Source: an optimization exercise on an open RTL-to-GDS flow (aim: a short achievable clock period and few clock cycles). Production flows keep margins and buffers that such runs may drop. In this exercise RTL edits were held to simulation tests only and were not proved equivalent to the original. The clock port is modelled as an ideal driver; clocking choices that lean on that would not hold on a real chip. Power and IR drop assume default switching activity.

== 11-03 ==
==> flow/design.v (excerpt) <==
module cpuCore (
    input  logic                       clock,
    input  logic                       rst,
    input  logic [cpuPkg::DATA_W-1:0]  imemData,
    input  logic [cpuPkg::DATA_W-1:0]  dmemRdData,
    output logic [cpuPkg::PC_W-1:0]    imemAddr,
    output cpuPkg::storeReq_t          dmemReq,
    output cpuPkg::regWrite_t          regWrite
);
    localparam int DW = cpuPkg::DATA_W;
    localparam int PW = cpuPkg::PC_W;
    localparam int AW = cpuPkg::REG_ADDR_W;
    localparam int NR = cpuPkg::NUM_REGS;
    function automatic logic [NR-1:0] oneHot(input logic [AW-1:0] r);
        oneHot = '0;
        oneHot[r] = 1'b1;
    endfunction
    logic [PW-1:0] pc;
    logic [PW-1:0] pcNext;
    logic [PW-1:0] pcOutN;
    assign imemAddr = ~pcOutN;
    localparam int BTB_N  = 4;
    localparam int BTB_IW = $clog2(BTB_N);
    logic              btbValid [BTB_N];
  ...
Size: about 8900 cells after synthesis, ~180 I/O pins, about 84000 um2 of cells after synthesis.
Settings: LEC_CHECK=0, CAP_MARGIN=20, CORE_MARGIN=2, CORE_UTILIZATION=45, PLACE_DENSITY=0.6, SLEW_MARGIN=20; clock period 14.0 ns.
standard.sh (not shown) runs the stock make flow with config.mk's settings and CLKGATE_MAP_FILE= SYNTH_SCRIPT=/design/flow/synth_recipe.tcl, a recipe that flattens the netlist after the stock synthesis.
==> flow/flow/run.sh <==
#!/bin/bash
# Layout flow: the standard ORFS flow (standard.sh), run whole, with two changes:
#  - buffer_ports uses sky130_fd_sc_hd__buf_4 for the port buffers instead of its default
#    pick (a slow delay-buffer cell); every port still gets its buffer.
#  - the half- and full-adder cells (ha, fa) are added to the platform's don't-use list, so
#    synthesis leaves adders and 2-input XOR/AND pairs to abc as plain gates instead of
#    extracting them into those slow, fixed cells. Registers, their names and cell types are
#    those of the standard synthesis (same script, same flip-flop mapping).
# The full output of the run goes to flow_standard.log in the work folder.
set -euo pipefail
DONT_USE="sky130_fd_sc_hd__probe_p_8 sky130_fd_sc_hd__probec_p_8 sky130_fd_sc_hd__lpflow_bleeder_1 sky130_fd_sc_hd__lpflow_clkbufkapwr_1 sky130_fd_sc_hd__lpflow_clkbufkapwr_16 sky130_fd_sc_hd__lpflow_clkbufkapwr_2 sky130_fd_sc_hd__lpflow_clkbufkapwr_4 sky130_fd_sc_hd__lpflow_clkbufkapwr_8 sky130_fd_sc_hd__lpflow_clkinvkapwr_1 sky130_fd_sc_hd__lpflow_clkinvkapwr_16 sky130_fd_sc_hd__lpflow_clkinvkapwr_2 sky130_fd_sc_hd__lpflow_clkinvkapwr_4 sky130_fd_sc_hd__lpflow_clkinvkapwr_8 sky130_fd_sc_hd__lpflow_decapkapwr_12 sky130_fd_sc_hd__lpflow_decapkapwr_3 sky130_fd_sc_hd__lpflow_decapkapwr_4 sky130_fd_sc_hd__lpflow_decapkapwr_6 sky130_fd_sc_hd__lpflow_decapkapwr_8 sky130_fd_sc_hd__lpflow_inputiso0n_1 sky130_fd_sc_hd__lpflow_inputiso0p_1 sky130_fd_sc_hd__lpflow_inputiso1n_1 sky130_fd_sc_hd__lpflow_inputiso1p_1 sky130_fd_sc_hd__lpflow_inputisolatch_1 sky130_fd_sc_hd__lpflow_isobufsrc_1 sky130_fd_sc_hd__lpflow_isobufsrc_16 sky130_fd_sc_hd__lpflow_isobufsrc_2 sky130_fd_sc_hd__lpflow_isobufsrc_4 sky130_fd_sc_hd__lpflow_isobufsrc_8 sky130_fd_sc_hd__lpflow_isobufsrckapwr_16 sky130_fd_sc_hd__lpflow_lsbuf_lh_hl_isowell_tap_1 sky130_fd_sc_hd__lpflow_lsbuf_lh_hl_isowell_tap_2 sky130_fd_sc_hd__lpflow_lsbuf_lh_hl_isowell_tap_4 sky130_fd_sc_hd__lpflow_lsbuf_lh_isowell_4 sky130_fd_sc_hd__lpflow_lsbuf_lh_isowell_tap_1 sky130_fd_sc_hd__lpflow_lsbuf_lh_isowell_tap_2 sky130_fd_sc_hd__lpflow_lsbuf_lh_isowell_tap_4 sky130_fd_sc_hd__ha_1 sky130_fd_sc_hd__ha_2 sky130_fd_sc_hd__ha_4 sky130_fd_sc_hd__fa_1 sky130_fd_sc_hd__fa_2 sky130_fd_sc_hd__fa_4"
bash standard.sh \
    BUFFER_PORTS_ARGS="-buffer_cell sky130_fd_sc_hd__buf_4" \
    DONT_USE_CELLS="$DONT_USE" \
    finish > flow_standard.log 2>&1
Per the final summary, 11-03 finished and its layout is clean on timing, DRC and antenna.
Testbench counts of 11-03, summed over its fixed seeds: cycles 167,388.
Edits applied to the flow inputs when going from 11-03 to 01-18:
- swapping 45 for 30 in CORE_UTILIZATION
- swapping 0.6 for 0.45 in PLACE_DENSITY
[summary]
On hold slack: 01-18 sits above 11-03.
11-03 → 01-18: sequential cell count roughly the same; post-CTS clock slew at the launch and capture registers of the worst setup and hold paths roughly the same; starting density of the core lower.
Per the comparison of 01-18 with 11-03, sequential power share went down 0.8 points, worst relative slew slack went down by 1.7 points, total of clock buffers placed in the layout +42, buffer share of cell area flat, slack of the critical path decreased 0.29 ns.
Of the two candidates, 11-03 has the better cell area and 01-18 the worse one.
01-18: no failed stages, no open violations at the end

* * *

Setup of run 1:
Starting RTL as in the previous note.
export LEC_CHECK = 0
export CAP_MARGIN = 40
export CORE_MARGIN = 2
export CORE_UTILIZATION = 30
export PLACE_DENSITY = 0.45
export SLEW_MARGIN = 60
create_clock -name core_clock -period 14.0 [get_ports {clock}]
==> flow/flow/run.sh <==
#!/bin/bash
# Layout flow: the standard ORFS flow (standard.sh), run whole, with two changes:
#  - buffer_ports uses sky130_fd_sc_hd__buf_4 for the port buffers instead of its default
#    pick (a slow delay-buffer cell); every port still gets its buffer.
#  - the half- and full-adder cells (ha, fa) are added to the platform's don't-use list, so
#    synthesis leaves adders and 2-input XOR/AND pairs to abc as plain gates instead of
#    extracting them into those slow, fixed cells. Registers, their names and cell types are
#    those of the standard synthesis (same script, same flip-flop mapping).
#  - the delay cells (dlygate*, dlymetal*, clkdlybuf*) and the weakest _0 gates are also
#    don't-use, so that repair_design, with the tighter slew and cap margins of config.mk,
#    fixes slow nets with real buffers and stronger gates instead of delay cells.
# The full output of the run goes to flow_standard.log in the work folder.
set -euo pipefail
DONT_USE="sky130_fd_sc_hd__probe_p_8 sky130_fd_sc_hd__probec_p_8 sky130_fd_sc_hd__lpflow_bleeder_1 sky130_fd_sc_hd__lpflow_clkbufkapwr_1 sky130_fd_sc_hd__lpflow_clkbufkapwr_16 sky130_fd_sc_hd__lpflow_clkbufkapwr_2 sky130_fd_sc_hd__lpflow_clkbufkapwr_4 sky130_fd_sc_hd__lpflow_clkbufkapwr_8 sky130_fd_sc_hd__lpflow_clkinvkapwr_1 sky130_fd_sc_hd__lpflow_clkinvkapwr_16 sky130_fd_sc_hd__lpflow_clkinvkapwr_2 sky130_fd_sc_hd__lpflow_clkinvkapwr_4 sky130_fd_sc_hd__lpflow_clkinvkapwr_8 sky130_fd_sc_hd__lpflow_decapkapwr_12 sky130_fd_sc_hd__lpflow_decapkapwr_3 sky130_fd_sc_hd__lpflow_decapkapwr_4 sky130_fd_sc_hd__lpflow_decapkapwr_6 sky130_fd_sc_hd__lpflow_decapkapwr_8 sky130_fd_sc_hd__lpflow_inputiso0n_1 sky130_fd_sc_hd__lpflow_inputiso0p_1 sky130_fd_sc_hd__lpflow_inputiso1n_1 sky130_fd_sc_hd__lpflow_inputiso1p_1 sky130_fd_sc_hd__lpflow_inputisolatch_1 sky130_fd_sc_hd__lpflow_isobufsrc_1 sky130_fd_sc_hd__lpflow_isobufsrc_16 sky130_fd_sc_hd__lpflow_isobufsrc_2 sky130_fd_sc_hd__lpflow_isobufsrc_4 sky130_fd_sc_hd__lpflow_isobufsrc_8 sky130_fd_sc_hd__lpflow_isobufsrckapwr_16 sky130_fd_sc_hd__lpflow_lsbuf_lh_hl_isowell_tap_1 sky130_fd_sc_hd__lpflow_lsbuf_lh_hl_isowell_tap_2 sky130_fd_sc_hd__lpflow_lsbuf_lh_hl_isowell_tap_4 sky130_fd_sc_hd__lpflow_lsbuf_lh_isowell_4 sky130_fd_sc_hd__lpflow_lsbuf_lh_isowell_tap_1 sky130_fd_sc_hd__lpflow_lsbuf_lh_isowell_tap_2 sky130_fd_sc_hd__lpflow_lsbuf_lh_isowell_tap_4 sky130_fd_sc_hd__ha_1 sky130_fd_sc_hd__ha_2 sky130_fd_sc_hd__ha_4 sky130_fd_sc_hd__fa_1 sky130_fd_sc_hd__fa_2 sky130_fd_sc_hd__fa_4 sky130_fd_sc_hd__clkdlybuf4s15_1 sky130_fd_sc_hd__clkdlybuf4s15_2 sky130_fd_sc_hd__clkdlybuf4s18_1 sky130_fd_sc_hd__clkdlybuf4s18_2 sky130_fd_sc_hd__clkdlybuf4s25_1 sky130_fd_sc_hd__clkdlybuf4s25_2 sky130_fd_sc_hd__clkdlybuf4s50_1 sky130_fd_sc_hd__clkdlybuf4s50_2 sky130_fd_sc_hd__dlygate4sd1_1 sky130_fd_sc_hd__dlygate4sd2_1 sky130_fd_sc_hd__dlygate4sd3_1 sky130_fd_sc_hd__dlymetal6s2s_1 sky130_fd_sc_hd__dlymetal6s4s_1 sky130_fd_sc_hd__dlymetal6s6s_1  sky130_fd_sc_hd__a2111oi_0 sky130_fd_sc_hd__a21boi_0 sky130_fd_sc_hd__and2_0 sky130_fd_sc_hd__einvn_0 sky130_fd_sc_hd__o21ai_0 sky130_fd_sc_hd__o311ai_0 sky130_fd_sc_hd__or2_0"
bash standard.sh \
    BUFFER_PORTS_ARGS="-buffer_cell sky130_fd_sc_hd__buf_4" \
    DONT_USE_CELLS="$DONT_USE" \
    finish > flow_standard.log 2>&1
Run 1 reached the end of the flow, and the finished layout is clean on the timing, DRC and antenna checks.
Testbench counts of run 1, summed over its fixed seeds: cycles 167,388.
Changes in run 2 relative to run 1:
- a change of CORE_UTILIZATION from 30 to 45
- a change of PLACE_DENSITY from 0.45 to 0.6
-- flow/flow/run.sh --
<<< run 1, line 10
#    don't-use, so that repair_design, with the tighter slew and cap margins of config.mk,
#    fixes slow nets with real buffers and stronger gates instead of delay cells.
# The full output of the run goes to flow_standard.log in the work folder.
set -euo pipefail
>>> run 2, line 10
#    don't-use, so that repair_design, with the tighter slew and cap margins of config.mk,
#    fixes slow nets with real buffers and stronger gates instead of delay cells.
#  - before CTS, flow/upsize_out_regs.tcl gives the registers that drive the output ports
#    the strongest flip-flop drive (dfxtp_4) and legalizes the placement.
# The full output of the run goes to flow_standard.log in the work folder.
set -euo pipefail
<<< run 1, line 16
    BUFFER_PORTS_ARGS="-buffer_cell sky130_fd_sc_hd__buf_4" \
    DONT_USE_CELLS="$DONT_USE" \
    finish > flow_standard.log 2>&1
>>> run 2, line 18
    BUFFER_PORTS_ARGS="-buffer_cell sky130_fd_sc_hd__buf_4" \
    DONT_USE_CELLS="$DONT_USE" \
    PRE_CTS_TCL="$PWD/flow/upsize_out_regs.tcl" \
    finish > flow_standard.log 2>&1
==> flow/flow/upsize_out_regs.tcl (new file) <==
# Before CTS: the registers that drive the output ports (through the port buffers) are
# given a stronger drive (sky130_fd_sc_hd__dfxtp_4; same function, same register), since
# each drives a long wire to its port buffer at the die edge. Placement is then legalized.
set upsized 0
set strong [[ord::get_db] findMaster sky130_fd_sc_hd__dfxtp_4]
foreach bterm [[ord::get_db_block] getBTerms] {
  if {[$bterm getIoType] ne "OUTPUT"} { continue }
  set net [$bterm getNet]
  if {$net eq "NULL"} { continue }
  foreach it [$net getITerms] {
    if {![$it isOutputSignal]} { continue }
    foreach bit [[$it getInst] getITerms] {
      if {![$bit isInputSignal]} { continue }
      set n2 [$bit getNet]
      if {$n2 eq "NULL"} { continue }
      foreach dit [$n2 getITerms] {
        if {![$dit isOutputSignal]} { continue }
        set inst [$dit getInst]
        set m [[$inst getMaster] getName]
        if {$m eq "sky130_fd_sc_hd__dfxtp_1" || $m eq "sky130_fd_sc_hd__dfxtp_2"} {
          $inst swapMaster $strong
          incr upsized
        }
      }
    }
  }
}
puts "upsize_out_regs: $upsized output registers set to sky130_fd_sc_hd__dfxtp_4"
detailed_placement
Notes after the runs:
Where setup slack is concerned, run 1 is better than run 2. Looking only at post-route met1 wirelength, and setting everything else aside, the lower value of run 1 and run 2 goes to run 2. Re number of placed I/O pins: no difference whatsoever between run 1 and run 2. Going from run 1 to run 2, clock buffer and inverter area fraction after layout ~0 delta; number of placed instances, taps included now smaller; multi-input logic portion of the cell area shows an increase of 0.87 points. When the final numbers for run 1 and run 2 were put side by side, the count of clock-buffer cells in the layout turned out to be smaller in run 2. Run 2 gives less power than run 1 did. Run 2 against run 1; total CTS buffers is down by a little under 10%. | critical path arrival | higher: run 2 |. Clock period minus final worst setup slack was lower in run 1 than in run 2.

-- port drivers added, routing unchanged --
In the flow no input, the clock included, has a driving cell. The finished layouts below were timed again as built, in two steps.
Step 1: set_driving_cell puts a clkbuf_16 on clock and a buf_2 on each other input, an assumption about the parent block.
Step 2, shift: input delay + t, output delay - t, t = (earliest + latest rising clock arrival at the registers) / 2. This alone moves slack from input paths to output paths.
a / b / c = ideal ports / drivers / drivers and shift; a / b = the first two.
run	t (ns)	slack for setup (ns)	worst register clock-pin slew, ns
11-03	0.949	9.189 / 9.189 / 8.571	0.07 / 0.07
01-18	0.960	8.902 / 8.902 / 8.616	0.07 / 0.07
run 1	0.944	9.542 / 9.446 / 8.836	0.07 / 0.07
run 2	0.947	9.421 / 9.421 / 8.832	0.07 / 0.07
After both steps every run listed still meets setup and hold. The setup slack of run 1, which loses most, moves by -0.096 ns with the drivers and by -0.706 ns with both steps.
